This design comes from an exercise in tuning for a short achievable clock period and few clock cycles per item on the open sky130 flow, not from production work. In this exercise RTL edits were held to simulation tests only and were not proved equivalent to the original. Power and IR drop assume default switching activity.

==> flow/design.v (outline; a module is shown in full before it is edited, if it fits) <==
// module operand_join: 17 lines
// module int_alu: 65 lines
// module mul_pipe: 1830 lines
// module result_buffer: 40 lines
// module dfu_top: 57 lines
module dfu_top (
	input  logic        clk,
	input  logic        rst,
	input  logic        a_valid,
	input  logic [4:0]  a_op,
	input  logic [31:0] a_data,
	output logic        a_ready,
	input  logic        b_valid,
	input  logic [31:0] b_data,
	output logic        b_ready,
	output logic        res_valid,
	output logic [31:0] res_data,
	input  logic        res_ready
);
  // ...
==> flow/run.sh <==
#!/bin/bash
# synth_recipe.tcl (not shown) runs the flow's synth.tcl, then flattens the netlist and writes it again
# the make line also repeats each setting of config.mk as NAME=value (left out here)
make -C /OpenROAD-flow-scripts/flow DESIGN_CONFIG=/design/flow/config.mk WORK_HOME=/design/flow/orfs CLKGATE_MAP_FILE= SYNTH_SCRIPT=/design/flow/synth_recipe.tcl finish
==> flow/config.mk <==
export PLATFORM = sky130hd
export DESIGN_NAME = dfu_top
export DESIGN_NICKNAME = dfu_top
export VERILOG_FILES = /design/flow/design.v
export SDC_FILE = /design/flow/constraint.sdc
export NUM_CORES = 4
export LEC_CHECK = 0
export CAP_MARGIN = 20
export CORE_MARGIN = 2
export CORE_UTILIZATION = 65
export PLACE_DENSITY = 0.8
export SETUP_SLACK_MARGIN = 3.0
export SLEW_MARGIN = 20
==> flow/constraint.sdc <==
create_clock -name core_clock -period 9.0 [get_ports {clk}]
set_input_delay 1.8000 -clock core_clock [delete_from_list [all_inputs] [get_ports {clk}]]
set_output_delay 1.8000 -clock core_clock [all_outputs]
set_load 0.01 [all_outputs]
==> results_dict.tcl, run 1 <==
set metrics [dict create \
    status "did not finish" \
    haltStage "5_1_grt" \
    tool.error "[ERROR GRT-0116] Global routing finished with congestion. Check the congestion regions in the DRC Viewer." \
    grt_pass1_vias 38611 \
    synth_adder_area_share_pct 35.0 \
    fp.dieH_microns 215 \
    postSynth.asyncResetShare_pct 1.28 \
    cts-resized-gates 1184 \
    htree_levels 4 \
    synth-main-ff-cell "edfxtp_1" \
    grt-busiest-layer "met2" \
    cts_sinks 156 \
    met3_usage_pct 70.1 \
    pre_cts_slack_ps 754 \
    dp_cells 3959 \
    dp_hpwl_microns 100000 \
    synth_top_cell_area_share_pct 28.1 \
    synth_edf_count 154 \
    io_buffers 108 \
    synthesis.nets 4008 \
    grt_max_degree 82 \
    synth_seq_cells 156 \
    placed_cell_area_sq_um 31100 \
    synthMuxAreaShare_pct 5.29 \
    ctsHoldBuffers 0 \
    syn_area_sq_um 29000 \
    synth-compound-area-share_pct 15.6 \
    ys_warn_count 3 \
    synth_common_cells "591 x nor2_1, 450 x inv_1, 407 x fa_1, 274 x nand2_1, 161 x ha_1" \
    dieWidth_microns 215 \
    synth_top_family_by_area "adder cells" \
    cts_buffers 17 \
    grtUsageMet1_pct 81.4 \
    seq_area_frac_synth_pct 16.1 \
    gp_congestion 1.17 \
    syn_avg_cell_area_sq_um 8.63 \
    num_rows 77 \
    synth_area_leader_cell "fa_1" \
]
Testbench counts, summed over its fixed seeds: cycles 10,092, items 8,000.
==> run 2, diff against run 1 <==
--- a/flow/config.mk
+++ b/flow/config.mk
@@ -7,7 +7,6 @@
 export LEC_CHECK = 0
 export CAP_MARGIN = 20
 export CORE_MARGIN = 2
-export CORE_UTILIZATION = 65
-export PLACE_DENSITY = 0.8
+export CORE_UTILIZATION = 50
 export SETUP_SLACK_MARGIN = 3.0
 export SLEW_MARGIN = 20
==> results_dict.tcl, run 2 <==
set metrics [dict create \
    status "timing/DRC/antenna clean" \
    cpPeakStageDelay_ps 550 \
    critPathTopFamily "compound AO/OA/AOI/OAI gates" \
    dieWidth_microns 245 \
    drt_iter0_markers 4143 \
    slew_violations 0 \
    tns_ps 0 \
    crit_fanout 13 \
    largest_reg_flops 122 \
    core_sq_um 57600 \
    r2r_cells 7 \
    hold_ws_ps 1070 \
    grt_pass1_vias 30214 \
    crit_path_cell_trace "dlygate4sd2_1 -> buf_8 -> mux2i_1 -> mux4_2 -> nor2_1 -> a32oi_1 -> nand4_1 -> or4_4 -> o211ai_1 -> a31oi_1 -> buf_2" \
    crit_arrival_ps 5070 \
    max_cap_viol_count 0 \
    dp_hpwl_microns 104000 \
    placed_cell_area_sq_um 31500 \
    crit_buf_inv 3 \
    synth_top_cell_area_share_pct 28.1 \
    worstMarginPinSlew_ps 1070 \
    grt_pass1_wl_microns 206000 \
    slowest_stage "or4_4" \
    rrSetupSlack_ps 5360 \
    grt_max_degree 138 \
    htree_levels 4 \
    syn_area_sq_um 29000 \
    synthTopCellsByArea "fa_1 28%, edfxtp_1 16%, nor2_1 7.6%" \
    start_util_pct 50.4 \
    worstReg2RegStart "rbuf0.mul_q$_DFFE_PP0P_" \
    fin_crit_sh_pct 76.3 \
    synth_most_common_cell "nor2_1" \
    firstDrtPassIters 7 \
    clock_latency_ps 500 \
    ant_nets 0 \
    grt_remaining_overflow 0 \
    area.growth.synth_to_final_pct 30.6 \
    synthesis.nets 4008 \
    synth.distinct_cells 91 \
    hold_end "rbuf0.full_q$_DFFE_PP0P_" \
    fin_crit_ps 6870 \
    synth_area_leader_cell "fa_1" \
    vias 29746 \
    gp_congestion 1.13 \
    grt-busiest-layer "met2" \
    irDropWorstVdd_uv 930 \
    cts_max_path_buffers 2 \
    wirelength_microns 143000 \
    setup_slack_ps 2130 \
    die-area_sq_um 60000 \
    root_buffer "clkbuf_16" \
    track_usage_pct 48.2 \
    critical_path.endpoint_type "primary output" \
    max_freq_mhz 146 \
    layoutNonFillerInstCount 4459 \
    cts_tree "done" \
    final-hold-violation-count 0 \
    fp.dieH_microns 245 \
    min_path_cells 2 \
    met3_usage_pct 16.4 \
    cts_sinks 156 \
    r2r-end "mul0.row_q[25]$_DFFE_PP_" \
    io_pins 109 \
    synth_edf_count 154 \
    drcViolationCount 0 \
    worstPathRequired_ps 7200 \
    final_common_cell "nor2_1" \
    nets 4322 \
    setup_viol 0 \
    final_cell_mix "572 x nor2_1, 405 x fa_1, 390 x inv_1, 312 x buf_4, 261 x nand2_1" \
    top_register "mul0.row_q" \
    nFillCells 4649 \
    syn_avg_cell_area_sq_um 8.63 \
    synth_common_cells "591 x nor2_1, 450 x inv_1, 407 x fa_1, 274 x nand2_1, 161 x ha_1" \
    cts_buffers 17 \
    synth_seq_cells 156 \
    syn-instance-count 3366 \
    ctsHoldBuffers 0 \
    synth-main-ff-cell "edfxtp_1" \
    gr-usage-met2_pct 69.3 \
    start_kind "input port" \
    min-delay-start "rbuf0.full_q$_DFFE_PP0P_" \
    postSynth.asyncResetShare_pct 1.28 \
    clk_pin_slew_ps 70 \
    vias_per_cell 6.67 \
    path_class "in -> out" \
    fin_area_sq_um 37900 \
    biggestRegsByFlops "mul0.row_q (122), rbuf0.slot_q (32)" \
    rsz0062_at_grt "yes" \
    fin_skew_ps 14.1 \
    power_density_nw_per_um2 283 \
    maxSlewHeadroom_pct 28.8 \
    seq_area_frac_synth_pct 16.1 \
    ys_warn_count 3 \
    io_buffers 108 \
    hold_class "reg -> reg" \
    antenna_found_initial 3 \
    num_rows 88 \
    p_leak_nw 16.5 \
    wl_per_cell_microns 32.1 \
    grtUsageMet1_pct 61.3 \
    layout-drive-gt1-share_pct 29.0 \
    dp_cells 4161 \
    pre_cts_slack_ps 395 \
]
==> run 2: cell counts after synthesis <==
Identical to the previous run, type by type.
==> run 2: tightest hold or removal path, stage by stage (launching register included) <==
cell and delay, ps:
dfrtp_1 710, a21oi_1 270, nor2_1 50
==> run 2: cells by family (layout without fill, tap and decap cells) <==
family	Yosys count	count (layout)	synth area share, %
AOI/OAI and AO/OA	662	662	15.6
other	0	1	0
muxes	107	107	5.29
and+or+nand+nor	1100	1100	16.1
buffers and inverters	684	1011	9.20
DFF	156	156	16.1
adders and majority gates	568	568	35.0
xor gates and xnor gates	89	89	2.68
==> run 2: metrics by stage <==
stage               util [%]  total power, mW
floorplan                  -             5.56
global placement        54.7             8.11
detailed placement      54.7             8.36
CTS                     64.3             10.2
global route            65.8             11.3
finish                  65.8             10.7
==> run 2: area by class of cell <==
cell class,count,area [sq um],area share [%]
clock buffers,18,429,1.13
flip-flops and latches,156,4670,12.3
inverters,465,1950,5.14
clock inverters,14,128,0.337
diodes,1,2.50,0.00660
repair buffers,514,4870,12.8
well taps,765,957,2.52
multi-input cells,2526,24900,65.7
==> run 2: worst max path at each step <==
stage                     slack [ps]        from  cells past startpoint           end
final                           2130  a_data[12]                     11  res_data[25]
after global placement           490   b_data[9]                     14  res_data[26]
after global routing            2180  a_data[18]                     15  res_data[25]
after floorplan                 2530   b_data[3]                     17  res_data[22]
after CTS                       2340  a_data[28]                     11  res_data[25]
after detailed placement         400   b_data[9]                     14  res_data[26]
==> run 2: per-layer routing <==
layer / part of all wire, % / vias to the layer above
met1: 36 / 14628
met4: 8.7 / 4
li1: - / 11874
met3: 14 / 683
met2: 42 / 2557
met5: 0.018 / -
==> run 2: what timing repair did <==
| action | CTS | global route |
|---|---|---|
| buffers inserted | 219 | 38 |
| pin swaps | 208 | 112 |
| gates cloned | 8 | 0 |
| gates resized for setup | 1067 | 157 |
| setup endpoints to repair | 40 | 32 |
==> run 2: power breakdown <==
group	total, mW	internal (mW)	switching, mW
Combinational	8.70	3.20	5.50
Sequential	1.31	1.19	0.114
Clock	0.722	0.363	0.358
==> run 3, diff against run 2 <==
--- a/flow/config.mk
+++ b/flow/config.mk
@@ -7,6 +7,6 @@
 export LEC_CHECK = 0
 export CAP_MARGIN = 20
 export CORE_MARGIN = 2
-export CORE_UTILIZATION = 50
-export SETUP_SLACK_MARGIN = 3.0
+export CORE_UTILIZATION = 40
+export SETUP_SLACK_MARGIN = 4.5
 export SLEW_MARGIN = 20
==> results_dict.tcl, run 3 <==
set metrics [dict create \
    status "timing/DRC/antenna clean" \
    synth_most_common_cell "nor2_1" \
    max_freq_mhz 148 \
    maxSlewHeadroom_pct 38.8 \
    dp_hpwl_microns 105000 \
    track_usage_pct 39.0 \
    final-seq-area_sq_um 4680 \
    rsz0062_at_grt "yes" \
    synthTopCellsByArea "fa_1 28%, edfxtp_1 16%, nor2_1 7.6%" \
    largest_reg_flops 122 \
    path_class "in -> out" \
    firstDrtPassIters 6 \
    nFillCells 6461 \
    clock_latency_ps 490 \
    clk_pin_slew_ps 70 \
    path_depth 19 \
    start_util_pct 40.5 \
    fin_crit_sh_pct 75.0 \
    io_pins 109 \
    cts_max_path_buffers 2 \
    antenna_found_initial 4 \
    core_sq_um 71700 \
    power.net_switching_mw 6.03 \
    postSynth.asyncResetShare_pct 1.28 \
    syn_avg_cell_area_sq_um 8.63 \
    irDropWorstVdd_uv 760 \
    io_buffers 108 \
    fin_skew_ps 11.3 \
    htree_levels 4 \
    synth_common_cells "591 x nor2_1, 450 x inv_1, 407 x fa_1, 274 x nand2_1, 161 x ha_1" \
    power_density_nw_per_um2 274 \
    ant_nets 0 \
    swShare_pct 54.6 \
    crit_buf_inv 9 \
    area.growth.synth_to_final_pct 38.7 \
    worstReg2RegStart "rbuf0.full_q$_DFFE_PP0P_" \
    cts_tree "done" \
    max_cap_viol_count 0 \
    synth_edf_count 154 \
    start_kind "input port" \
    final-hold-violation-count 0 \
    r2r-end "mul0.row_q[89]$_DFFE_PP_" \
    synth.distinct_cells 91 \
    ys_warn_count 3 \
    fp.dieH_microns 273 \
    grt_remaining_overflow 0 \
    hold_class "reg -> reg" \
    slowest_stage "mux4_2" \
    p_comb_share_pct 81.4 \
    grt_max_degree 67 \
    setup_slack_ps 2250 \
    p_leak_nw 17.1 \
    worstPathRequired_ps 7200 \
    slew_violations 0 \
    final_cell_mix "524 x nor2_1, 368 x inv_1, 340 x buf_4, 336 x fa_1, 256 x nand2_1" \
    wl_per_cell_microns 31.1 \
    p_int_mw 5.01 \
    grt_pass1_wl_microns 207000 \
    p_seq_share_pct 11.8 \
    nets 4422 \
    vias 30051 \
    fin_crit_ps 6750 \
    wirelength_microns 147000 \
    layout-drive-gt1-share_pct 35.9 \
    num_rows 98 \
    postLayoutCoreUtil_pct 56.2 \
    rrSetupSlack_ps 5690 \
    root_buffer "clkbuf_16" \
    die-area_sq_um 74800 \
    drt_iter0_markers 4422 \
    biggestRegsByFlops "mul0.row_q (122), rbuf0.slot_q (32)" \
    multi_input_area_sq_um 25600 \
    cts_sinks 156 \
    synth_top_cell_area_share_pct 28.1 \
    cpPeakStageDelay_ps 480 \
    setup_viol 0 \
    dieWidth_microns 273 \
    critPathTopFamily "buffers and inverters" \
    pre_cts_slack_ps 812 \
    critical_path.endpoint_type "primary output" \
    startpoint "b_data[0]" \
    placed_cell_area_sq_um 32100 \
    syn-instance-count 3366 \
    top_register "mul0.row_q" \
    drcViolationCount 0 \
    cts_buffers 17 \
    synthesis.nets 4008 \
    synth_area_leader_cell "fa_1" \
    fin_area_sq_um 40300 \
    seq_area_frac_synth_pct 16.1 \
    grt_pass1_vias 29693 \
    synth_seq_cells 156 \
    crit_arrival_ps 4950 \
    r2r_cells 6 \
    endpoint "res_data[17]" \
    syn_area_sq_um 29000 \
    vias_per_cell 6.33 \
    gp_congestion 1.07 \
    clock_power_share_pct 6.9 \
    synth-main-ff-cell "edfxtp_1" \
    tns_ps 0 \
    crit_fanout 7 \
    worstMarginPinSlew_ps 911 \
    final_common_cell "nor2_1" \
    crit_path_cell_trace "buf_16 -> buf_4 -> buf_8 -> buf_12 -> buf_16 -> buf_4 -> mux4_2 -> mux2_4 -> nor2_4 -> a21o_1 -> buf_6 -> o21ai_1 -> nand2_1 -> and3_4 -> nand4_1 -> buf_6 -> mux2i_2 -> a21oi_2 -> buf_2" \
]
==> run 3: cell count changes in the layout (fill, tap and decap cells not counted), sizes merged, moves of 4 or more <==
cell | previous run | this run
dlygate4sd2 | 8 | 3
clkdlybuf4s15 | 12 | 8
clkinvlp | 15 | 24
inv | 446 | 438
clkinv | 18 | 22
buf | 476 | 582
==> run 3: how the worst min path moves through the flow <==
stage	endpoint	start	cells after the start	slack, ps
2_1_floorplan	rbuf0.full_q$_DFFE_PP0P_	rbuf0.full_q$_DFFE_PP0P_	3	770
3_3_place_gp	rbuf0.full_q$_DFFE_PP0P_	rbuf0.full_q$_DFFE_PP0P_	2	950
3_5_place_dp	rbuf0.full_q$_DFFE_PP0P_	rbuf0.full_q$_DFFE_PP0P_	2	1000
4_1_cts	rbuf0.full_q$_DFFE_PP0P_	rbuf0.full_q$_DFFE_PP0P_	2	870
5_1_grt	rbuf0.full_q$_DFFE_PP0P_	rbuf0.full_q$_DFFE_PP0P_	2	910
6_report	rbuf0.full_q$_DFFE_PP0P_	rbuf0.full_q$_DFFE_PP0P_	2	890
==> run 3: tightest hold or removal path, delay by kind of cell (launching register included) <==
kind / cells / cell delay [ps]
compound gates: 1 / 200
flops: 1 / 600
simple gates: 1 / 60
==> run 3: metal layers <==
layer	wire length [microns]	track usage, %	vias to the layer above
met2	60600	56.0	2428
met5	23	0	-
met4	12300	23.7	4
met1	53700	50.2	14870
li1	-	-	12087
met3	20700	13.9	662
==> run 3: kinds of logic (layout without fill, tap and decap cells) <==
family	count (synthesis)	in the layout	share of synthesized area [%]
AND/OR/NAND/NOR	1100	1100	16.1
buffers and inverters	684	1111	9.20
AO/OA/AOI/OAI	662	662	15.6
adder cells (fa/ha/maj)	568	568	35.0
flip-flops	156	156	16.1
multiplexers	107	107	5.29
XOR/XNOR	89	89	2.68
other	0	2	0
==> run 3: layout make-up <==
cell class / count / area share, %
timing repair inverter: 6 / 0.146
inverter: 465 / 5.09
clock buffer: 17 / 1.06
multi-input combinational: 2526 / 63.6
timing repair buffer: 608 / 15.1
sequential: 156 / 11.6
tap: 950 / 2.95
antenna: 2 / 0.0124
clock inverter: 15 / 0.401
==> run 3: timing repair <==
item,CTS,global route
setup endpoints to repair,144,102
gates cloned,14,3
hold buffers,0,0
gates resized for setup,1153,355
setup buffers,263,94
pin swaps,212,223
==> run 3: power by group through the flow <==
stage | combinational, mW | sequential [mW] | clock (mW)
after floorplan | 4.31 | 1.30 | 0
after global placement | 7.24 | 1.31 | 0
after detailed placement | 7.27 | 1.32 | 0
after CTS | 8.30 | 1.30 | 0.771
after global routing | 9.49 | 1.33 | 0.792
final | 8.98 | 1.30 | 0.757
==> run 3: metrics by stage <==
stage	hold WS [ps]	total power, mW	cells
floorplan	766	5.61	3366
finish	894	11.0	4745
detailed placement	1000	8.59	4337
global placement	948	8.55	4337
global route	908	11.6	4743
CTS	874	10.4	4646
==> run 4, diff against run 3 <==
--- a/flow/config.mk
+++ b/flow/config.mk
@@ -5,8 +5,9 @@
 export SDC_FILE = /design/flow/constraint.sdc
 export NUM_CORES = 4
 export LEC_CHECK = 0
+export ABC_CLOCK_PERIOD_IN_PS = 4000
 export CAP_MARGIN = 20
 export CORE_MARGIN = 2
 export CORE_UTILIZATION = 40
-export SETUP_SLACK_MARGIN = 4.5
+export SETUP_SLACK_MARGIN = 3.0
 export SLEW_MARGIN = 20
==> results_dict.tcl, run 4 <==
set metrics [dict create \
    worstReg2RegStart "rbuf0.full_q$_DFFE_PP0P_" \
    syn_avg_cell_area_sq_um 8.63 \
    synth_top_cell_area_share_pct 28.1 \
    final-hold-violation-count 0 \
    rrSetupSlack_ps 5140 \
    drcViolationCount 0 \
    r2r-end "mul0.row_q[92]$_DFFE_PP_" \
    largest_reg_flops 122 \
    final_common_cell "nor2_1" \
    tns_ps 0 \
    io_buffers 108 \
    ys_warn_count 3 \
    synth.distinct_cells 91 \
    slew_violations 0 \
    cts_max_path_buffers 2 \
    root_buffer "clkbuf_16" \
    grt_remaining_overflow 0 \
    gp_congestion 1.12 \
    fin_skew_ps 16.2 \
    synth_seq_cells 156 \
    synth-main-ff-cell "edfxtp_1" \
    synth_edf_count 154 \
    max_cap_viol_count 0 \
    r2r_cells 5 \
    power_density_nw_per_um2 285 \
    vias 29353 \
    startpoint "a_data[5]" \
    synth_most_common_cell "nor2_1" \
    min_path_cells 2 \
    nets 4343 \
    start_kind "input port" \
    maxSlewHeadroom_pct 33.8 \
    core_sq_um 71700 \
    layout-drive-gt1-share_pct 30.0 \
    rsz0062_at_grt "yes" \
    area.growth.synth_to_final_pct 32.8 \
    dp_hpwl_microns 99800 \
    wirelength_microns 138000 \
    cts_sinks 156 \
    die-area_sq_um 74800 \
    synthesis.nets 4008 \
    wl_per_cell_microns 29.6 \
    grt_pass1_wl_microns 198000 \
    worstMarginPinSlew_ps 986 \
    top_layer "met5" \
    max_freq_mhz 148 \
    crit_fanout 12 \
    crit_arrival_ps 4940 \
    syn-instance-count 3366 \
    critical_path.endpoint_type "primary output" \
    clock_latency_ps 500 \
    fp.dieH_microns 273 \
    irDropWorstVdd_uv 769 \
    fin_crit_sh_pct 74.9 \
    met3_length_microns 19000 \
    worstPathRequired_ps 7200 \
    synth_common_cells "591 x nor2_1, 450 x inv_1, 407 x fa_1, 274 x nand2_1, 161 x ha_1" \
    firstDrtPassIters 8 \
    path_class "in -> out" \
    syn_area_sq_um 29000 \
    cts_buffers 17 \
    wl_met2_microns 56600 \
    io_pins 109 \
    fin_crit_ps 6740 \
    grt_max_degree 70 \
    top_register "mul0.row_q" \
    clk_pin_slew_ps 80 \
    setup_viol 0 \
    seq_area_frac_synth_pct 16.1 \
    ant_nets 0 \
    dp_cells 4333 \
    postSynth.asyncResetShare_pct 1.28 \
    synth_area_leader_cell "fa_1" \
    p_leak_nw 16.7 \
    endpoint "res_data[25]" \
    grt_pass1_vias 29113 \
    track_usage_pct 36.8 \
    cts_tree "done" \
    start_util_pct 40.5 \
    status "timing/DRC/antenna clean" \
    final_cell_mix "565 x nor2_1, 405 x inv_1, 403 x fa_1, 308 x buf_4, 255 x nand2_1" \
    htree_levels 4 \
    wl_met1_microns 50900 \
    synthTopCellsByArea "fa_1 28%, edfxtp_1 16%, nor2_1 7.6%" \
    biggestRegsByFlops "mul0.row_q (122), rbuf0.slot_q (32)" \
    vias_per_cell 6.29 \
    num_rows 98 \
    dieWidth_microns 273 \
    hold_class "reg -> reg" \
    antenna_found_initial 5 \
    drt_iter0_markers 3869 \
    layoutNonFillerInstCount 4665 \
]
-- run 4: cell counts after synthesis --
No cell type changed its count.
-- run 4: area by class of cell --
class	count	area, sq um
Fill cell	6500	33200
Multi-Input combinational cell	2526	25100
Timing Repair Buffer	533	5040
Sequential cell	156	4670
Inverter	465	1940
Tap cell	950	1190
Clock buffer	17	425
Clock inverter	15	194
Timing Repair inverter	2	17.5
Antenna cell	1	2.50
-- run 4: layer usage --
metal  up-vias  track usage (%)
li1      11924                -
met4         8             23.7
met5         -                0
met1     14534             47.1
met2      2341             52.5
met3       546             13.4
-- run 4: worst min-delay path by stage --
stage	endpoint	start
2_1_floorplan	rbuf0.full_q$_DFFE_PP0P_	rbuf0.full_q$_DFFE_PP0P_
3_3_place_gp	rbuf0.full_q$_DFFE_PP0P_	rbuf0.full_q$_DFFE_PP0P_
3_5_place_dp	rbuf0.full_q$_DFFE_PP0P_	rbuf0.full_q$_DFFE_PP0P_
4_1_cts	rbuf0.full_q$_DFFE_PP0P_	rbuf0.full_q$_DFFE_PP0P_
5_1_grt	rbuf0.full_q$_DFFE_PP0P_	rbuf0.full_q$_DFFE_PP0P_
6_report	rbuf0.full_q$_DFFE_PP0P_	rbuf0.full_q$_DFFE_PP0P_
-- run 4: critical path, stage by stage --
cell and delay, ps:
clkdlybuf4s15_2 220, buf_6 190, mux4_2 550, nor2_1 190, o41ai_2 140, buf_4 190, a32oi_1 190, nand4_1 320
or4_4 620, o211ai_1 180, a31oi_1 140, buf_2 190
-- run 4: stage by stage --
step	utilization, %	total power [mW]	cell area [sq um]	setup slack [ps]	hold WS, ps
global placement	44.1	8.56	31600	432	907
global route	53.7	11.6	38600	2210	1010
finish	53.8	11.0	38600	2260	941
CTS	52.1	10.7	37400	2420	929
detailed placement	44.1	8.62	31600	440	903
floorplan	-	5.56	29600	2530	759
-- run 4: cell families (layout without fill, tap and decap cells) --
family / Yosys count / in the layout / share of synthesized area (%)
simple gates: 1100 / 1100 / 16.1
xor+xnor: 89 / 89 / 2.68
fa+ha+maj: 568 / 568 / 35.0
flops: 156 / 156 / 16.1
other cells: 0 / 1 / 0
compound gates: 662 / 662 / 15.6
buf+inv: 684 / 1032 / 9.20
mux: 107 / 107 / 5.29
-- run 4: where the power goes --
part	switching, mW	internal, mW	leakage (nW)
clock	0.380	0.400	0.299
sequential	0.110	1.19	1.69
combinational	5.64	3.29	14.7
-- run 4: timing repair --
action | CTS | global route
setup endpoints to repair | 40 | 32
hold endpoints to repair | 0 | 0
setup buffers | 228 | 60
cloned | 10 | 1
pin swaps | 230 | 124
hold buffers | 0 | 0
resized for setup | 1057 | 189
==> module operand_join, before the edit <==
module operand_join (
	input  logic       a_valid,
	input  logic [4:0] a_op,
	input  logic       b_valid,
	input  logic       busy,
	output logic       a_ready,
	output logic       b_ready,
	output logic       take,
	output logic       is_mul
);
	logic join_valid;
	assign join_valid = a_valid & b_valid;
	assign is_mul = (a_op == dfu_pkg::OP_MUL);
	assign take = join_valid & ~busy;
	assign a_ready = take;
	assign b_ready = take;
endmodule
==> module int_alu, before the edit <==
module int_alu (
	input  logic [4:0]     tok_op,
	input  dfu_pkg::word_t tok_a,
	input  dfu_pkg::word_t tok_b,
	output dfu_pkg::word_t alu_data
);
	dfu_pkg::word_t sum;
	logic [32:0]    dif;
	logic           uge;
	logic           eq;
	logic           sge;
	logic           big;
	dfu_pkg::word_t shl;
	dfu_pkg::word_t shr;
	dfu_pkg::word_t sra;
	logic signed [dfu_pkg::DATA_W-1:0] sa;
	assign sa = tok_a;
	assign sum = tok_a + tok_b;
	assign dif = {1'b0, tok_a} + {1'b0, ~tok_b} + 33'd1;
	assign uge = dif[32];
	assign eq  = (tok_a == tok_b);
	assign sge = (tok_a[31] ^ tok_b[31]) ? tok_b[31] : uge;
	assign big = |tok_b[31:5];
	assign shl = tok_a << tok_b[4:0];
	assign shr = tok_a >> tok_b[4:0];
	assign sra = dfu_pkg::word_t'(sa >>> tok_b[4:0]);
	logic s_add, s_sub, s_and, s_or, s_xor, s_shl, s_shr, s_sra, s_fill;
	logic cmp;
	assign s_add  = (tok_op == dfu_pkg::OP_ADD);
	assign s_sub  = (tok_op == dfu_pkg::OP_SUB);
	assign s_and  = (tok_op == dfu_pkg::OP_AND);
	assign s_or   = (tok_op == dfu_pkg::OP_OR);
	assign s_xor  = (tok_op == dfu_pkg::OP_XOR);
	assign s_shl  = (tok_op == dfu_pkg::OP_SHL) & ~big;
	assign s_shr  = (tok_op == dfu_pkg::OP_LSHR) & ~big;
	assign s_sra  = (tok_op == dfu_pkg::OP_ASHR) & ~big;
	assign s_fill = (tok_op == dfu_pkg::OP_ASHR) & big & tok_a[31];
	always_comb begin
		case (tok_op)
			dfu_pkg::OP_EQ:  cmp = eq;
			dfu_pkg::OP_NE:  cmp = ~eq;
			dfu_pkg::OP_UGT: cmp = uge & ~eq;
			dfu_pkg::OP_UGE: cmp = uge;
			dfu_pkg::OP_ULT: cmp = ~uge;
			dfu_pkg::OP_ULE: cmp = ~uge | eq;
			dfu_pkg::OP_SGT: cmp = sge & ~eq;
			dfu_pkg::OP_SGE: cmp = sge;
			dfu_pkg::OP_SLT: cmp = ~sge;
			dfu_pkg::OP_SLE: cmp = ~sge | eq;
			default:         cmp = 1'b0;
		endcase
	end
	always_comb begin
		alu_data = ({32{s_add}} & sum)
			| ({32{s_sub}} & dif[31:0])
			| ({32{s_and}} & (tok_a & tok_b))
			| ({32{s_or}}  & (tok_a | tok_b))
			| ({32{s_xor}} & (tok_a ^ tok_b))
			| ({32{s_shl}} & shl)
			| ({32{s_shr}} & shr)
			| ({32{s_sra}} & sra)
			| {32{s_fill}};
		alu_data[0] = alu_data[0] | cmp;
	end
endmodule
==> module dfu_top, before the edit <==
module dfu_top (
	input  logic        clk,
	input  logic        rst,
	input  logic        a_valid,
	input  logic [4:0]  a_op,
	input  logic [31:0] a_data,
	output logic        a_ready,
	input  logic        b_valid,
	input  logic [31:0] b_data,
	output logic        b_ready,
	output logic        res_valid,
	output logic [31:0] res_data,
	input  logic        res_ready
);
	logic           take;
	logic           is_mul;
	logic           busy;
	logic           mul_load;
	dfu_pkg::word_t alu_data;
	dfu_pkg::word_t mul_data;
	operand_join join0 (
		.a_valid (a_valid),
		.a_op    (a_op),
		.b_valid (b_valid),
		.busy    (busy),
		.a_ready (a_ready),
		.b_ready (b_ready),
		.take    (take),
		.is_mul  (is_mul)
	);
	int_alu alu0 (
		.tok_op   (a_op),
		.tok_a    (a_data),
		.tok_b    (b_data),
		.alu_data (alu_data)
	);
	mul_pipe mul0 (
		.clk  (clk),
		.load (mul_load),
		.op_a (a_data),
		.op_b (b_data),
		.prod (mul_data)
	);
	result_buffer rbuf0 (
		.clk       (clk),
		.rst       (rst),
		.take      (take),
		.is_mul    (is_mul),
		.alu_data  (alu_data),
		.mul_data  (mul_data),
		.busy      (busy),
		.mul_load  (mul_load),
		.res_valid (res_valid),
		.res_data  (res_data),
		.res_ready (res_ready)
	);
endmodule
==> run 5, diff against run 4 <==
--- a/flow/design.v
+++ b/flow/design.v
@@ -27,6 +27,7 @@
 	input  logic       a_valid,
 	input  logic [4:0] a_op,
 	input  logic       b_valid,
+	input  logic       mul_quick,
 	input  logic       busy,
 	output logic       a_ready,
 	output logic       b_ready,
@@ -35,7 +36,7 @@
 );
 	logic join_valid;
 	assign join_valid = a_valid & b_valid;
-	assign is_mul = (a_op == dfu_pkg::OP_MUL);
+	assign is_mul = (a_op == dfu_pkg::OP_MUL) & ~mul_quick;
 	assign take = join_valid & ~busy;
 	assign a_ready = take;
 	assign b_ready = take;
@@ -44,13 +45,11 @@
 	input  logic [4:0]     tok_op,
 	input  dfu_pkg::word_t tok_a,
 	input  dfu_pkg::word_t tok_b,
+	output logic           mul_quick,
 	output dfu_pkg::word_t alu_data
 );
 	dfu_pkg::word_t sum;
-	logic [32:0]    dif;
-	logic           uge;
-	logic           eq;
-	logic           sge;
+	dfu_pkg::word_t dif;
 	logic           big;
 	dfu_pkg::word_t shl;
 	dfu_pkg::word_t shr;
@@ -58,16 +57,51 @@
 	logic signed [dfu_pkg::DATA_W-1:0] sa;
 	assign sa = tok_a;
 	assign sum = tok_a + tok_b;
-	assign dif = {1'b0, tok_a} + {1'b0, ~tok_b} + 33'd1;
-	assign uge = dif[32];
-	assign eq  = (tok_a == tok_b);
-	assign sge = (tok_a[31] ^ tok_b[31]) ? tok_b[31] : uge;
+	assign dif = tok_a - tok_b;
+	logic [30:0] gt [6];
+	logic [30:0] eqf [6];
+	logic        gt_lo;
+	logic        eq_lo;
+	logic        a31;
+	logic        b31;
+	assign gt[0]  = tok_a[30:0] & ~tok_b[30:0];
+	assign eqf[0] = ~(tok_a[30:0] ^ tok_b[30:0]);
+	for (genvar l = 0; l < 5; l++) begin : g_cmp
+		for (genvar i = 0; i < 31; i++) begin : g_bit
+			if ((i % (2 << l)) == 0 && i + (1 << l) < 31) begin : g_join
+				assign gt[l+1][i]  = gt[l][i+(1<<l)] | (eqf[l][i+(1<<l)] & gt[l][i]);
+				assign eqf[l+1][i] = eqf[l][i+(1<<l)] & eqf[l][i];
+			end else begin : g_pass
+				assign gt[l+1][i]  = gt[l][i];
+				assign eqf[l+1][i] = eqf[l][i];
+			end
+		end
+	end
+	assign gt_lo = gt[5][0];
+	assign eq_lo = eqf[5][0];
+	assign a31 = tok_a[31];
+	assign b31 = tok_b[31];
+	logic eq;
+	logic ugt;
+	logic sgt;
+	assign eq  = eq_lo & (a31 == b31);
+	assign ugt = (a31 & ~b31) | ((a31 == b31) & gt_lo);
+	assign sgt = (~a31 & b31) | ((a31 == b31) & gt_lo);
 	assign big = |tok_b[31:5];
 	assign shl = tok_a << tok_b[4:0];
 	assign shr = tok_a >> tok_b[4:0];
 	assign sra = dfu_pkg::word_t'(sa >>> tok_b[4:0]);
+	logic a_01;
+	logic b_01;
+	dfu_pkg::word_t mul01;
+	assign a_01 = ~|tok_a[31:1];
+	assign b_01 = ~|tok_b[31:1];
+	assign mul_quick = a_01 | b_01;
+	assign mul01 = b_01 ? (tok_a & {32{tok_b[0]}}) : (tok_b & {32{tok_a[0]}});
+	logic s_mul;
 	logic s_add, s_sub, s_and, s_or, s_xor, s_shl, s_shr, s_sra, s_fill;
 	logic cmp;
+	assign s_mul  = (tok_op == dfu_pkg::OP_MUL) & mul_quick;
 	assign s_add  = (tok_op == dfu_pkg::OP_ADD);
 	assign s_sub  = (tok_op == dfu_pkg::OP_SUB);
 	assign s_and  = (tok_op == dfu_pkg::OP_AND);
@@ -81,27 +115,28 @@
 		case (tok_op)
 			dfu_pkg::OP_EQ:  cmp = eq;
 			dfu_pkg::OP_NE:  cmp = ~eq;
-			dfu_pkg::OP_UGT: cmp = uge & ~eq;
-			dfu_pkg::OP_UGE: cmp = uge;
-			dfu_pkg::OP_ULT: cmp = ~uge;
-			dfu_pkg::OP_ULE: cmp = ~uge | eq;
-			dfu_pkg::OP_SGT: cmp = sge & ~eq;
-			dfu_pkg::OP_SGE: cmp = sge;
-			dfu_pkg::OP_SLT: cmp = ~sge;
-			dfu_pkg::OP_SLE: cmp = ~sge | eq;
+			dfu_pkg::OP_UGT: cmp = ugt;
+			dfu_pkg::OP_UGE: cmp = ugt | eq;
+			dfu_pkg::OP_ULT: cmp = ~(ugt | eq);
+			dfu_pkg::OP_ULE: cmp = ~ugt;
+			dfu_pkg::OP_SGT: cmp = sgt;
+			dfu_pkg::OP_SGE: cmp = sgt | eq;
+			dfu_pkg::OP_SLT: cmp = ~(sgt | eq);
+			dfu_pkg::OP_SLE: cmp = ~sgt;
 			default:         cmp = 1'b0;
 		endcase
 	end
 	always_comb begin
 		alu_data = ({32{s_add}} & sum)
-			| ({32{s_sub}} & dif[31:0])
+			| ({32{s_sub}} & dif)
 			| ({32{s_and}} & (tok_a & tok_b))
 			| ({32{s_or}}  & (tok_a | tok_b))
 			| ({32{s_xor}} & (tok_a ^ tok_b))
 			| ({32{s_shl}} & shl)
 			| ({32{s_shr}} & shr)
 			| ({32{s_sra}} & sra)
-			| {32{s_fill}};
+			| {32{s_fill}}
+			| ({32{s_mul}} & mul01);
 		alu_data[0] = alu_data[0] | cmp;
 	end
 endmodule
@@ -1991,6 +2026,7 @@
 );
 	logic           take;
 	logic           is_mul;
+	logic           mul_quick;
 	logic           busy;
 	logic           mul_load;
 	dfu_pkg::word_t alu_data;
@@ -1999,6 +2035,7 @@
 		.a_valid (a_valid),
 		.a_op    (a_op),
 		.b_valid (b_valid),
+		.mul_quick (mul_quick),
 		.busy    (busy),
 		.a_ready (a_ready),
 		.b_ready (b_ready),
@@ -2009,6 +2046,7 @@
 		.tok_op   (a_op),
 		.tok_a    (a_data),
 		.tok_b    (b_data),
+		.mul_quick (mul_quick),
 		.alu_data (alu_data)
 	);
 	mul_pipe mul0 (
==> results_dict.tcl, run 5 <==
set metrics [dict create \
    setup_viol 0 \
    tns_ps 0 \
    top_layer "met4" \
    core_sq_um 74100 \
    worstMarginPinSlew_ps 883 \
    nets 4517 \
    clk_pin_slew_ps 70 \
    synth_edf_count 154 \
    critPathTopFamily "compound AO/OA/AOI/OAI gates" \
    status "timing/DRC/antenna clean" \
    cts_sinks 156 \
    met3_length_microns 19400 \
    final-hold-violation-count 0 \
    fin_crit_ps 6630 \
    irDropWorstVdd_uv 620 \
    layoutNonFillerInstCount 4861 \
    io_buffers 108 \
    drcViolationCount 0 \
    synth_top_family_by_area "adder cells" \
    cpPeakStageDelay_ps 520 \
    start_kind "input port" \
    grt_pass1_wl_microns 215000 \
    final_cell_mix "543 x nor2_1, 405 x fa_1, 390 x buf_4, 379 x inv_1, 242 x nand2_1" \
    htree_levels 4 \
    vias_per_cell 6.32 \
    slowest_stage "or4_4" \
    max_freq_mhz 151 \
    synth-main-ff-cell "edfxtp_1" \
    syn_area_sq_um 29800 \
    synth.distinct_cells 113 \
    clock_latency_ps 480 \
    antenna_found_initial 6 \
    final_common_cell "nor2_1" \
    seq_area_frac_synth_pct 15.7 \
    critical_path.endpoint_type "primary output" \
    crit_arrival_ps 4830 \
    crit_buf_inv 6 \
    placed_cell_area_sq_um 32400 \
    p_leak_nw 17.5 \
    dp_cells 4438 \
    synth_most_common_cell "nor2_1" \
    ant_nets 0 \
    largest_reg_flops 122 \
    path_class "in -> out" \
    pre_cts_slack_ps 606 \
    firstDrtPassIters 6 \
    grt_remaining_overflow 0 \
    fin_crit_sh_pct 73.7 \
    synth_xor_area_share_pct 2.77 \
    drt_iter0_markers 4177 \
    postSynth.asyncResetShare_pct 1.28 \
    synth_common_cells "582 x nor2_1, 432 x inv_1, 407 x fa_1, 262 x nand2_1, 177 x a21oi_1" \
    fin_area_sq_um 40800 \
    cts_tree "done" \
    fin_skew_ps 17.1 \
    synth_area_leader_cell "fa_1" \
    start_util_pct 40.2 \
    maxSlewHeadroom_pct 40.5 \
    synth-simple-area-share_pct 16.0 \
    crit_path_cell_trace "buf_6 -> buf_6 -> buf_4 -> ha_4 -> inv_4 -> o21ai_2 -> a211o_1 -> nor3_4 -> buf_6 -> o31ai_4 -> a221oi_2 -> a21oi_1 -> or4_4 -> o21ai_2 -> o21ai_1 -> buf_2" \
    ys_warn_count 5 \
    vias 30723 \
    slew_violations 0 \
    synth_top_cell_area_share_pct 27.4 \
    dp_hpwl_microns 109000 \
    syn_avg_cell_area_sq_um 8.68 \
    cts_buffers 17 \
    root_buffer "clkbuf_16" \
    power_density_nw_per_um2 293 \
    synth_adder_area_share_pct 34.2 \
    synthesis.nets 4073 \
    hold_class "reg -> reg" \
    synth-compound-area-share_pct 16.6 \
    wirelength_microns 151000 \
    grt_pass1_vias 30777 \
    fp.dieH_microns 277 \
    top_register "mul0.row_q" \
    worstPathRequired_ps 7200 \
    synth_seq_cells 156 \
    io_pins 109 \
    wl_met2_microns 62600 \
    gp_congestion 1.09 \
    area.growth.synth_to_final_pct 37.2 \
    dieWidth_microns 277 \
    rsz0062_at_grt "yes" \
    nFillCells 6686 \
    track_usage_pct 38.9 \
    wl_met1_microns 54900 \
    wl_per_cell_microns 31.0 \
    die-area_sq_um 76600 \
    layout-drive-gt1-share_pct 33.2 \
    max_cap_viol_count 0 \
    biggestRegsByFlops "mul0.row_q (122), rbuf0.slot_q (32)" \
    cts_max_path_buffers 2 \
    setup_slack_ps 2370 \
    synthMuxAreaShare_pct 5.20 \
    synthTopCellsByArea "fa_1 27%, edfxtp_1 16%, nor2_1 7.3%" \
    grt_max_degree 77 \
    num_rows 100 \
    path_common_cell "buf_6" \
    crit_fanout 5 \
    syn-instance-count 3430 \
]
==> run 5: cell count changes in the layout (fill, tap and decap cells not counted), sizes merged, moves of 10 or more <==
| cell | change |
|---|---|
| buf | +121 |
| o21ai | +42 |
| a21oi | +24 |
| inv | -24 |
| a211oi | +14 |
| mux2 | -10 |
| nand2 | -10 |
==> run 5: metal layers <==
| metal | up-vias | track usage (%) |
|---|---|---|
| met5 | - | 0 |
| met4 | 0 | 26.9 |
| met3 | 674 | 12.1 |
| met2 | 2449 | 56.5 |
| met1 | 15157 | 49.4 |
| li1 | 12443 | - |
==> run 5: timing repair <==
action                                  4_1_cts  5_1_grt
pin swaps                                   255      160
gates cloned                                 13        1
endpoints found under the setup margin       41       32
hold buffers                                  0        0
setup buffers                               312       60
resized for setup                          1298      160
==> run 5: cell type report <==
type                       count  area, sq um  area share, %
antenna                        5         12.5         0.0306
clock buffer                  21          440           1.08
clock inverter                11          121          0.297
inverter                     449         1870           4.57
multi-input combinational   2596        26200           64.0
sequential                   156         4670           11.4
tap                          969         1210           2.97
timing repair buffer         651         6330           15.5
timing repair inverter         3         26.3         0.0643
==> run 5: cell families after synthesis <==
logic type	Yosys count
multiplexers	105
buffers and inverters	679
AND/OR/NAND/NOR	1097
flip-flops	156
XOR/XNOR	94
AO/OA/AOI/OAI	730
adder cells (fa/ha/maj)	569
==> run 5: worst reg2reg max path, stage by stage (launching register included) <==
cell and delay (ps):
dfrtp_1 630, inv_1 130, buf_4 360, nand2_2 310, clkinvlp_4 580, buf_4 760, buf_4 800
==> run 5: worst paths after layout <==
| kind | end | slack (ps) | from | depth (start not counted) |
|---|---|---|---|---|
| worst max-delay path | res_data[22] | 2370 | a_data[10] | 16 |
| worst min-delay path | rbuf0.mul_q$_DFFE_PP0P_ | 1400 | rbuf0.mul_q$_DFFE_PP0P_ | 4 |
| worst max register to register | mul0.row_q[123]$_DFFE_PP_ | 4960 | rbuf0.full_q$_DFFE_PP0P_ | 6 |
| worst min register to register | rbuf0.mul_q$_DFFE_PP0P_ | 1400 | rbuf0.mul_q$_DFFE_PP0P_ | 4 |
| max in group asynchronous | rbuf0.mul_q$_DFFE_PP0P_ | 7440 | rst | 2 |
| min in group asynchronous | rbuf0.full_q$_DFFE_PP0P_ | 1460 | rst | 2 |
==> run 5: metrics by stage <==
| step | utilization [%] | hold WS [ps] | power [mW] |
|---|---|---|---|
| after floorplan | - | 853 | 5.46 |
| after detailed placement | 43.8 | 1330 | 8.83 |
| after global placement | 43.8 | 1320 | 8.76 |
| final | 55.1 | 1400 | 12.0 |
| after global routing | 55.1 | 1470 | 12.6 |
| after CTS | 53.5 | 1370 | 11.4 |
==> run 5: power by group <==
part	internal [mW]	leakage, nW	total (mW)	switching, mW
Clock	0.407	0.262	0.745	0.337
Sequential	1.19	1.69	1.30	0.108
Combinational	3.77	15.5	9.92	6.15
Testbench counts of run 5, summed over its fixed seeds: cycles 9,419, items 8,000.
==> run 6, diff against run 5 <==
==> flow/flow/run.sh (new file) <==
#!/bin/bash
# The standard layout (standard.sh, all ORFS steps to finish) with one
# change: synthesis maps the logic with flow/speed.abc, a delay-driven
# ABC script, through flow/synth.tcl. Make's full output goes to
# flow_make.log in the work folder; ORFS keeps each step's log under
# orfs/logs/.
set -euo pipefail
work=$(pwd)
bash standard.sh \
  SYNTH_SCRIPT="$work/flow/synth.tcl" \
  FLOW_ABC_SCRIPT="$work/flow/speed.abc" \
  finish > "$work/flow_make.log" 2>&1
==> flow/flow/speed.abc (new file) <==
strash
dch -f
map -p {D}
strash
dch -f
map -p {D}
topo
buffer -c
stime -c
upsize -c {D}
dnsize -c {D}
==> flow/flow/synth.tcl (new file) <==
# The standard synthesis (synth_recipe.tcl), with Yosys's abc command
# pointed at flow/speed.abc, a delay-driven mapping script, instead of the
# ORFS speed script; everything else, registers included, is unchanged
proc synth {args} { yosys synth -nofsm -noshare {*}$args }
proc abc {args} {
  set i [lsearch -exact $args -script]
  if {$i >= 0} { lset args [expr {$i + 1}] $::env(FLOW_ABC_SCRIPT) }
  set j [lsearch -exact $args -D]
  if {$j >= 0} { lset args [expr {$j + 1}] 1500 } else { lappend args -D 1500 }
  yosys abc {*}$args
}
source $::env(SCRIPTS_DIR)/synth.tcl
# left out here: clear keep_hierarchy, flatten, clean up, hide names made inside functions, write 1_2_yosys.v
==> flow/standard.sh (new file) <==
#!/bin/bash
# synth_recipe.tcl (not shown) runs the flow's synth.tcl, then flattens the netlist and writes it again
# the make line also repeats each setting of config.mk as NAME=value (left out here)
make -C /OpenROAD-flow-scripts/flow DESIGN_CONFIG=/design/flow/config.mk WORK_HOME=/design/flow/orfs CLKGATE_MAP_FILE= SYNTH_SCRIPT=/design/flow/synth_recipe.tcl "${@:-finish}"
==> flow/config.mk (replaced) <==
export PLATFORM = sky130hd
export DESIGN_NAME = dfu_top
export DESIGN_NICKNAME = dfu_top
export VERILOG_FILES = /design/flow/design.v
export SDC_FILE = /design/flow/constraint.sdc
export NUM_CORES = 4
export LEC_CHECK = 0
export CAP_MARGIN = 20
export CORE_MARGIN = 2
export CORE_UTILIZATION = 40
export SETUP_SLACK_MARGIN = 2.0
export SLEW_MARGIN = 20
removed: flow/run.sh
==> results_dict.tcl, run 6 <==
set metrics [dict create \
    worstReg2RegStart "rbuf0.mul_q$_DFFE_PP0P_" \
    synth_edf_count 154 \
    placed_cell_area_sq_um 35400 \
    synth_xor_area_share_pct 1.82 \
    cts_max_path_buffers 2 \
    ctsHoldBuffers 0 \
    clk_pin_slew_ps 70 \
    io_pins 109 \
    gp_congestion 1.13 \
    synthMuxAreaShare_pct 0.310 \
    io_buffers 108 \
    biggestRegsByFlops "mul0.row_q (122), rbuf0.slot_q (32)" \
    dp_hpwl_microns 132000 \
    layoutNonFillerInstCount 5111 \
    hold_class "reg -> reg" \
    firstDrtPassIters 6 \
    final-hold-violation-count 0 \
    synthesis.nets 4512 \
    vias_per_cell 6.39 \
    power_mw 9.02 \
    wirelength_microns 168000 \
    top_register "mul0.row_q" \
    path_common_cell "clkdlybuf4s50_1" \
    start_util_pct 40.5 \
    dieWidth_microns 290 \
    synth_seq_cells 156 \
    grt_remaining_overflow 0 \
    worstMarginPinSlew_ps 982 \
    wl_per_cell_microns 32.8 \
    synth_top_cell_area_share_pct 24.9 \
    synth-simple-area-share_pct 22.7 \
    final_common_cell "inv_1" \
    setup_viol 0 \
    fp.dieH_microns 290 \
    die-area_sq_um 84100 \
    seq_area_frac_synth_pct 14.3 \
    startpoint "a_data[19]" \
    slew_violations 0 \
    crit_fanout 7 \
    nFillCells 8018 \
    critical_path.endpoint_type "primary output" \
    fin_crit_sh_pct 78.7 \
    cts_sinks 156 \
    syn_area_sq_um 32700 \
    cts_buffers 17 \
    slowest_stage "clkdlybuf4s50_1" \
    ys_warn_count 5 \
    start_kind "input port" \
    clock_latency_ps 490 \
    layout-drive-gt1-share_pct 15.5 \
    max_cap_viol_count 0 \
    cts_tree "done" \
    dp_cells 4966 \
    cpPeakStageDelay_ps 570 \
    ant_nets 0 \
    tns_ps 0 \
    worstPathRequired_ps 7200 \
    synth-main-ff-cell "edfxtp_1" \
    syn_avg_cell_area_sq_um 8.46 \
    synth_most_common_cell "inv_1" \
    grt_max_degree 126 \
    drt_iter0_markers 4034 \
    crit_path_cell_trace "clkdlybuf4s50_1 -> inv_1 -> ha_4 -> buf_4 -> nor2_1 -> nand2_1 -> nor2b_1 -> nand3_1 -> a31o_2 -> a31oi_1 -> a21oi_2 -> o22ai_2 -> clkdlybuf4s50_1" \
    track_usage_pct 39.3 \
    antenna_found_initial 9 \
    vias 32655 \
    num_rows 104 \
    synthTopCellsByArea "fa_1 25%, edfxtp_1 14%, and2_1 8.2%" \
    max_freq_mhz 141 \
    synth_adder_area_share_pct 31.1 \
    synth_common_cells "571 x inv_1, 431 x and2_1, 407 x fa_1, 294 x nand2_1, 195 x a21oi_1" \
    fin_skew_ps 13.2 \
    root_buffer "clkbuf_16" \
    fin_area_sq_um 38500 \
    final_cell_mix "545 x inv_1, 431 x and2_1, 405 x fa_1, 276 x nand2_1, 237 x buf_4" \
    irDropWorstVdd_uv 256 \
    grt_pass1_wl_microns 237000 \
    rsz0062_at_grt "yes" \
    path_class "in -> out" \
    maxSlewHeadroom_pct 34.4 \
    crit_arrival_ps 5280 \
    status "timing/DRC/antenna clean" \
    fin_crit_ps 7080 \
    core_sq_um 80800 \
    area.growth.synth_to_final_pct 17.5 \
    synth-compound-area-share_pct 19.9 \
    largest_reg_flops 122 \
    htree_levels 4 \
    synth_top_family_by_area "adder cells" \
    syn-instance-count 3869 \
    nets 4679 \
    min-delay-start "rbuf0.full_q$_DFFE_PP0P_" \
    p_leak_nw 16.8 \
    postSynth.asyncResetShare_pct 1.28 \
    synth.distinct_cells 94 \
    grt_pass1_vias 32414 \
    synth_area_leader_cell "fa_1" \
    drcViolationCount 0 \
    power_density_nw_per_um2 235 \
]
run 6: cells by family (layout without fill, tap and decap cells):
group | count (synthesis) | count (layout)
AOI/OAI and AO/OA | 908 | 908
xor gates and xnor gates | 47 | 47
adders and majority gates | 569 | 569
buffers and inverters | 823 | 1002
DFF | 156 | 156
muxes | 10 | 10
other | 0 | 2
and+or+nand+nor | 1356 | 1357
run 6: where the power goes:
part | leakage, nW | switching, mW | internal, mW | total, mW
combinational | 14.9 | 4.45 | 2.60 | 7.05
clock | 0.258 | 0.329 | 0.354 | 0.684
sequential | 1.70 | 0.108 | 1.18 | 1.29
total | 16.8 | 4.89 | 4.13 | 9.02
run 6: repair_timing:
| item | CTS | global route |
|---|---|---|
| resized for setup | 310 | 176 |
| pin swaps | 47 | 36 |
| endpoints found under the setup margin | 33 | 31 |
| cloned | 1 | 2 |
| setup buffers | 79 | 29 |
run 6: final cells by class:
type	instances	area [sq um]	area share, %
Antenna cell	2	5.00	0.0130
Clock buffer	17	425	1.11
Clock inverter	15	113	0.293
Inverter	579	2230	5.80
Multi-Input combinational cell	2891	26200	68.0
Sequential cell	156	4670	12.2
Tap cell	1060	1330	3.45
Timing Repair Buffer	391	3520	9.15
run 6: path summary, 6_finish.rpt:
kind	end	slack, ps	depth (start not counted)
max	res_data[25]	1920	13
min reg2reg	rbuf0.full_q$_DFFE_PP0P_	930	2
max reg2reg	mul0.row_q[123]$_DFFE_PP_	6460	4
min	rbuf0.full_q$_DFFE_PP0P_	930	2
min in group asynchronous	rbuf0.full_q$_DFFE_PP0P_	1450	2
max in group asynchronous	rbuf0.mul_q$_DFFE_PP0P_	7440	2
run 6: worst max-delay path, delay by kind of cell:
family	cells	cell delay, ps
buffers and inverters	4	1510
AND/OR/NAND/NOR	4	830
adder cells (fa/ha/maj)	1	360
AO/OA/AOI/OAI	4	750
run 6: through the flow:
stage                     util [%]  hold slack, ps  setup WS [ps]
after floorplan                  -             859           2740
after global placement        43.8             913            718
after detailed placement      43.8             913            698
after CTS                     46.5             927           1900
after global routing          47.6             974           1850
final                         47.6             925           1920
run 6: layer usage:
layer  GRT usage [%]  share of wire (%)
met1            51.2                 40
met2            58.7                 42
met3            11.5                 11
met4            21.3                6.8
met5            1.08              0.095
==> run 7, diff against run 6 <==
--- a/flow/config.mk
+++ b/flow/config.mk
@@ -8,5 +8,5 @@
 export CAP_MARGIN = 20
 export CORE_MARGIN = 2
 export CORE_UTILIZATION = 40
-export SETUP_SLACK_MARGIN = 2.0
+export SETUP_SLACK_MARGIN = 4.0
 export SLEW_MARGIN = 20
==> results_dict.tcl, run 7 <==
set metrics [dict create \
    max_cap_viol_count 0 \
    rrSetupSlack_ps 5210 \
    max_freq_mhz 159 \
    start_kind "input port" \
    postLayoutCoreUtil_pct 56.8 \
    setup_viol 0 \
    synth-main-ff-cell "edfxtp_1" \
    irDropWorstVdd_uv 375 \
    hold_class "reg -> reg" \
    num_rows 104 \
    min_path_cells 1 \
    grt_max_degree 61 \
    vias 35848 \
    synth_top_cell_area_share_pct 24.9 \
    synth_most_common_cell "inv_1" \
    syn-instance-count 3869 \
    crit_arrival_ps 4490 \
    tns_ps 0 \
    fin_crit_ps 6290 \
    r2r-end "mul0.row_q[60]$_DFFE_PP_" \
    drcViolationCount 0 \
    p_comb_share_pct 79.9 \
    drt_iter0_markers 5152 \
    gp_congestion 1.08 \
    cts_sinks 156 \
    synth_seq_cells 156 \
    nFillCells 7270 \
    worstPathRequired_ps 7200 \
    swShare_pct 55.0 \
    largest_reg_flops 122 \
    cts_tree "done" \
    final_common_cell "inv_1" \
    fp.dieH_microns 290 \
    biggestRegsByFlops "mul0.row_q (122), rbuf0.slot_q (32)" \
    cts_buffers 17 \
    layout-drive-gt1-share_pct 32.9 \
    r2r_cells 4 \
    wl_per_cell_microns 34.0 \
    worstMarginPinSlew_ps 1010 \
    dieWidth_microns 290 \
    io_pins 109 \
    hold_end "rbuf0.slot_q[27]$_DFFE_PP_" \
    clock_latency_ps 510 \
    synthTopCellsByArea "fa_1 25%, edfxtp_1 14%, and2_1 8.2%" \
    p_seq_share_pct 12.5 \
    vias_per_cell 6.55 \
    nets 5029 \
    dp_hpwl_microns 132000 \
    gr-usage-met2_pct 60.7 \
    power_mw 10.3 \
    dp_cells 4941 \
    fin_skew_ps 15.2 \
    slew_violations 0 \
    ant_nets 0 \
    crit_fanout 7 \
    power.net_switching_mw 5.65 \
    startpoint "a_data[2]" \
    grtUsageMet1_pct 53.0 \
    status "timing/DRC/antenna clean" \
    start_util_pct 40.5 \
    syn_area_sq_um 32700 \
    fin_crit_sh_pct 69.9 \
    grt_remaining_overflow 0 \
    layoutNonFillerInstCount 5472 \
    ctsHoldBuffers 0 \
    ys_warn_count 5 \
    syn_avg_cell_area_sq_um 8.46 \
    grt-busiest-layer "met2" \
    synth_edf_count 154 \
    antenna_found_initial 12 \
    track_usage_pct 43.2 \
    worstReg2RegStart "rbuf0.full_q$_DFFE_PP0P_" \
    rsz0062_at_grt "yes" \
    firstDrtPassIters 8 \
    synth_common_cells "571 x inv_1, 431 x and2_1, 407 x fa_1, 294 x nand2_1, 195 x a21oi_1" \
    grt_pass1_wl_microns 258000 \
    synth.distinct_cells 94 \
    path_class "in -> out" \
    maxSlewHeadroom_pct 32.5 \
    p_int_mw 4.63 \
    die-area_sq_um 84100 \
    postSynth.asyncResetShare_pct 1.28 \
    min-delay-start "rbuf0.mul_q$_DFFE_PP0P_" \
    final-hold-violation-count 0 \
    cts_max_path_buffers 2 \
    clock_power_share_pct 7.6 \
    area.growth.synth_to_final_pct 40.2 \
    seq_area_frac_synth_pct 14.3 \
    synth_area_leader_cell "fa_1" \
    final_cell_mix "490 x inv_1, 420 x buf_4, 410 x and2_1, 391 x fa_1, 238 x nand2_1" \
    synthesis.nets 4512 \
    critical_path.endpoint_type "primary output" \
    htree_levels 4 \
    root_buffer "clkbuf_16" \
    wirelength_microns 186000 \
    top_register "mul0.row_q" \
    grt_pass1_vias 34950 \
    core_sq_um 80800 \
    met3_usage_pct 16.1 \
    p_leak_nw 19.8 \
    io_buffers 108 \
    clk_pin_slew_ps 80 \
    power_density_nw_per_um2 224 \
]
-- run 7: changes by cell type in the layout (fill, tap and decap cells not counted), moves of 28 or more --
cell / previous run / this run
buf_4: 237 / 420
a21oi_1: 162 / 115
dlygate4sd2_1: 31 / 0
buf_6: 24 / 120
clkdlybuf4s50_1: 45 / 6
inv_1: 545 / 490
buf_2: 5 / 40
nand2_1: 276 / 238
buf_12: 15 / 70
nor2_1: 86 / 58
inv_2: 16 / 44
-- run 7: cells by family (layout without fill, tap and decap cells) --
logic type	Yosys count	in the layout	share of synthesized area, %
XOR/XNOR	47	47	1.82
buffers and inverters	823	1350	9.89
AND/OR/NAND/NOR	1356	1359	22.7
adder cells (fa/ha/maj)	569	569	31.1
AO/OA/AOI/OAI	908	908	19.9
flip-flops	156	156	14.3
other	0	13	0
multiplexers	10	10	0.310
-- run 7: critical path: stages --
cell and delay [ps]:
buf_12 90, clkinvlp_4 90, buf_12 150, ha_4 290, a21oi_4 240, a211o_1 200, nand3b_1 110, buf_6 160
a31oi_4 260, o211ai_1 150, nand3_2 130, nand4_1 290, buf_4 270, o2bb2ai_4 110, buf_6 130
-- run 7: worst max-delay path by stage --
stage	depth (start not counted)	endpoint
floorplan	14	res_data[17]
global placement	13	res_data[10]
detailed placement	12	res_data[22]
CTS	17	res_data[19]
global route	16	res_data[19]
finish	15	res_data[19]
-- run 7: final cells by class --
type	instances	area (sq um)	area share (%)
Tap cell	1060	1330	2.89
Timing Repair Buffer	737	7970	17.4
Multi-Input combinational cell	2893	28800	62.9
Sequential cell	156	4670	10.2
Antenna cell	13	32.5	0.0709
Timing Repair inverter	2	32.5	0.0709
Inverter	579	2390	5.22
Clock buffer	20	457	0.995
Clock inverter	12	164	0.357
-- run 7: metrics by stage --
step | setup slack (ps) | hold WS [ps] | area (sq um)
2_1_floorplan | 3380 | 859 | 34200
3_3_place_gp | 885 | 742 | 36000
3_5_place_dp | 929 | 750 | 36100
4_1_cts | 2810 | 777 | 44500
5_1_grt | 2680 | 834 | 45900
6_report | 2710 | 796 | 45900
-- run 7: metal layers --
metal,share of wire (%),vias to the layer above
met5,0.17,-
met4,10,8
met3,14,913
met2,40,2873
met1,36,17691
li1,-,14363
-- run 7: power by group through the flow --
stage / Sequential [mW] / Combinational (mW) / Clock, mW
floorplan: 1.29 / 4.51 / 0
global placement: 1.30 / 7.12 / 0
detailed placement: 1.31 / 7.14 / 0
CTS: 1.29 / 7.96 / 0.798
global route: 1.32 / 8.81 / 0.817
finish: 1.29 / 8.21 / 0.779
-- run 7: repair_timing --
action                     4_1_cts  5_1_grt
setup endpoints to repair      121       53
pin swaps                      278      150
gates cloned                    35        4
resized for setup             1389      178
buffers inserted               376       71
==> run 8, diff against run 7 <==
==> flow/flow/speed.abc (replaced) <==
strash
dch -f
map -p {D}
topo
buffer -c
stime -c
upsize -c {D}
dnsize -c {D}
--- a/flow/config.mk
+++ b/flow/config.mk
@@ -8,5 +8,5 @@
 export CAP_MARGIN = 20
 export CORE_MARGIN = 2
 export CORE_UTILIZATION = 40
-export SETUP_SLACK_MARGIN = 4.0
+export SETUP_SLACK_MARGIN = 3.0
 export SLEW_MARGIN = 20
==> results_dict.tcl, run 8 <==
set metrics [dict create \
    syn_avg_cell_area_sq_um 8.54 \
    ctsHoldBuffers 0 \
    cts_max_path_buffers 2 \
    dp_hpwl_microns 131000 \
    endpoint "res_data[12]" \
    io_pins 109 \
    startpoint "b_data[10]" \
    fin_crit_ps 6310 \
    synthTopCellsByArea "fa_1 25%, edfxtp_1 14%, and2_1 8.4%" \
    pre_cts_slack_ps 651 \
    io_buffers 108 \
    num_rows 105 \
    synthesis.nets 4503 \
    placed_cell_area_sq_um 35600 \
    critical_path.endpoint_type "primary output" \
    setup_slack_ps 2690 \
    cts_buffers 17 \
    synth-main-ff-cell "edfxtp_1" \
    fp.dieH_microns 291 \
    max_freq_mhz 158 \
    vias_per_cell 6.43 \
    setup_viol 0 \
    gp_congestion 1.06 \
    start_util_pct 40.3 \
    power_density_nw_per_um2 235 \
    max_cap_viol_count 0 \
    hold_class "reg -> reg" \
    firstDrtPassIters 9 \
    wl_per_cell_microns 32.7 \
    nets 4905 \
    synth_common_cells "568 x inv_1, 444 x and2_1, 407 x fa_1, 291 x nand2_1, 209 x a21oi_1" \
    ys_warn_count 5 \
    start_kind "input port" \
    ant_nets 0 \
    maxSlewHeadroom_pct 39.6 \
    antenna_found_initial 19 \
    rrSetupSlack_ps 6090 \
    final-hold-violation-count 0 \
    root_buffer "clkbuf_16" \
    core_sq_um 81800 \
    tns_ps 0 \
    worstReg2RegStart "rbuf0.full_q$_DFFE_PP0P_" \
    layout-drive-gt1-share_pct 29.2 \
    clock_latency_ps 500 \
    irDropWorstVdd_uv 372 \
    synth_edf_count 154 \
    synth_top_cell_area_share_pct 24.7 \
    rsz0062_at_grt "yes" \
    wirelength_microns 175000 \
    fin_skew_ps 42.6 \
    min-delay-start "rbuf0.full_q$_DFFE_PP0P_" \
    die-area_sq_um 84700 \
    biggestRegsByFlops "mul0.row_q (122), rbuf0.slot_q (32)" \
    path_class "in -> out" \
    status "timing/DRC/antenna clean" \
    p_leak_nw 18.8 \
    grt_pass1_vias 34123 \
    postSynth.asyncResetShare_pct 1.28 \
    synth.distinct_cells 92 \
    track_usage_pct 41.1 \
    synth_seq_cells 156 \
    slew_violations 0 \
    grt_pass1_wl_microns 249000 \
    vias 34418 \
    syn-instance-count 3860 \
    grt_remaining_overflow 0 \
    crit_arrival_ps 4510 \
    syn_area_sq_um 33000 \
    grt_max_degree 133 \
    seq_area_frac_synth_pct 14.2 \
    final_common_cell "inv_1" \
    synth_area_leader_cell "fa_1" \
    drcViolationCount 0 \
    cts_sinks 156 \
    dieWidth_microns 291 \
    synth_most_common_cell "inv_1" \
    fin_area_sq_um 43800 \
    cts_tree "done" \
    area.growth.synth_to_final_pct 32.9 \
    htree_levels 4 \
    drt_iter0_markers 4618 \
    r2r_cells 3 \
    worstPathRequired_ps 7200 \
    final_cell_mix "501 x inv_1, 438 x and2_1, 404 x fa_1, 376 x buf_4, 247 x nand2_1" \
    fin_crit_sh_pct 70.1 \
    largest_reg_flops 122 \
    worstMarginPinSlew_ps 906 \
    top_register "mul0.row_q" \
    r2r-end "mul0.row_q[15]$_DFFE_PP_" \
    crit_fanout 5 \
    clk_pin_slew_ps 70 \
]
## run 8: worst min-delay path by stage
| stage | to | slack (ps) | depth (start not counted) |
|---|---|---|---|
| final | rbuf0.full_q$_DFFE_PP0P_ | 1060 | 1 |
| after global routing | rbuf0.full_q$_DFFE_PP0P_ | 1110 | 1 |
| after floorplan | rbuf0.mul_q$_DFFE_PP0P_ | 820 | 4 |
| after detailed placement | rbuf0.full_q$_DFFE_PP0P_ | 1050 | 1 |
| after CTS | rbuf0.full_q$_DFFE_PP0P_ | 1050 | 1 |
| after global placement | rbuf0.full_q$_DFFE_PP0P_ | 1050 | 1 |
## run 8: metal layers
metal / vias to the layer above / global-route usage, % / wire length [microns]
met2: 2409 / 59.8 / 72300
met5: - / 0 / 66
met3: 691 / 12.8 / 22100
li1: 14140 / - / -
met1: 17170 / 53.5 / 67600
met4: 8 / 24.2 / 13300
## run 8: layout make-up
class / count / area [sq um]
fill: 7603 / 38000
tap: 1070 / 1340
inverter: 575 / 2330
multi-input combinational: 2884 / 28600
clock inverter: 13 / 145
timing repair buffer: 628 / 6280
sequential: 156 / 4670
clock buffer: 19 / 433
antenna: 11 / 27.5
## run 8: what timing repair did
| action | CTS | global route |
|---|---|---|
| setup buffers | 298 | 50 |
| setup endpoints to repair | 42 | 33 |
| pin swaps | 214 | 112 |
| hold endpoints to repair | 0 | 0 |
| cloned | 14 | 2 |
| gates resized for setup | 1286 | 192 |
## run 8: kinds of logic after synthesis
| group | after synthesis | share of synthesized area (%) |
|---|---|---|
| compound gates | 944 | 20.6 |
| xor+xnor | 50 | 2.07 |
| mux | 25 | 0.759 |
| buf+inv | 822 | 9.66 |
| simple gates | 1294 | 21.9 |
| flops | 156 | 14.2 |
| fa+ha+maj | 569 | 30.9 |
## run 8: worst max-delay path: stages
cell and delay (ps):
buf_12 120, buf_8 130, nor4_4 370, nand4_4 240, nor2_4 170, buf_6 140, buf_6 100, buf_8 120
o221ai_1 250, nor3_2 320, nand4_1 310, nand2_1 160, o21ai_2 80, buf_2 170
## run 8: power breakdown
| part | switching [mW] | internal, mW |
|---|---|---|
| logic | 5.20 | 3.06 |
| registers | 0.114 | 1.18 |
| clock network | 0.344 | 0.411 |
## run 8: through the flow
step                      total power [mW]  hold WS, ps  util (%)  instances
final                                 10.3         1060      53.5       5356
after global placement                8.51         1050      43.5       4949
after floorplan                       5.89          818         -       3860
after detailed placement              8.56         1050      43.5       4949
after global routing                  11.0         1110      53.5       5347
after CTS                             10.1         1050      52.0       5293

port drivers added, routing unchanged:
No port has a modelled driver above. Below, the same layouts with a new extraction and two added sets of constraints. Step 1 sets driving cells, clkbuf_16 on the clock port and buf_2 on the other inputs (assumed; they add their load-dependent delay and slew). Step 2 adds t to the input delays and takes it off the output delays; t is the mean of the earliest and latest rising clock arrival at the registers after step 1. Input paths then give back, and output paths get back, about the clock's delay inside the block. a / b / c = ideal / step 1 / step 2; a / b = the first two.
run	shift t [ns]	setup WS [ns]	slew at the worst register clock pin (ns)
run 2	0.550	2.132 / 1.950 / 1.950	0.08 / 0.08
run 3	0.544	2.252 / 2.061 / 2.061	0.08 / 0.08
run 4	0.565	2.263 / 2.072 / 2.072	0.08 / 0.08
run 5	0.546	2.370 / 2.158 / 2.158	0.08 / 0.08
run 6	0.553	1.921 / 1.892 / 1.892	0.07 / 0.07
run 7	0.572	2.710 / 2.453 / 2.453	0.08 / 0.08
run 8	0.540	2.689 / 2.501 / 2.501	0.10 / 0.10
After both steps every run listed still meets setup and hold. For run 7, which loses most, drivers alone change the setup slack by -0.257 ns; drivers and shift together by -0.257 ns.
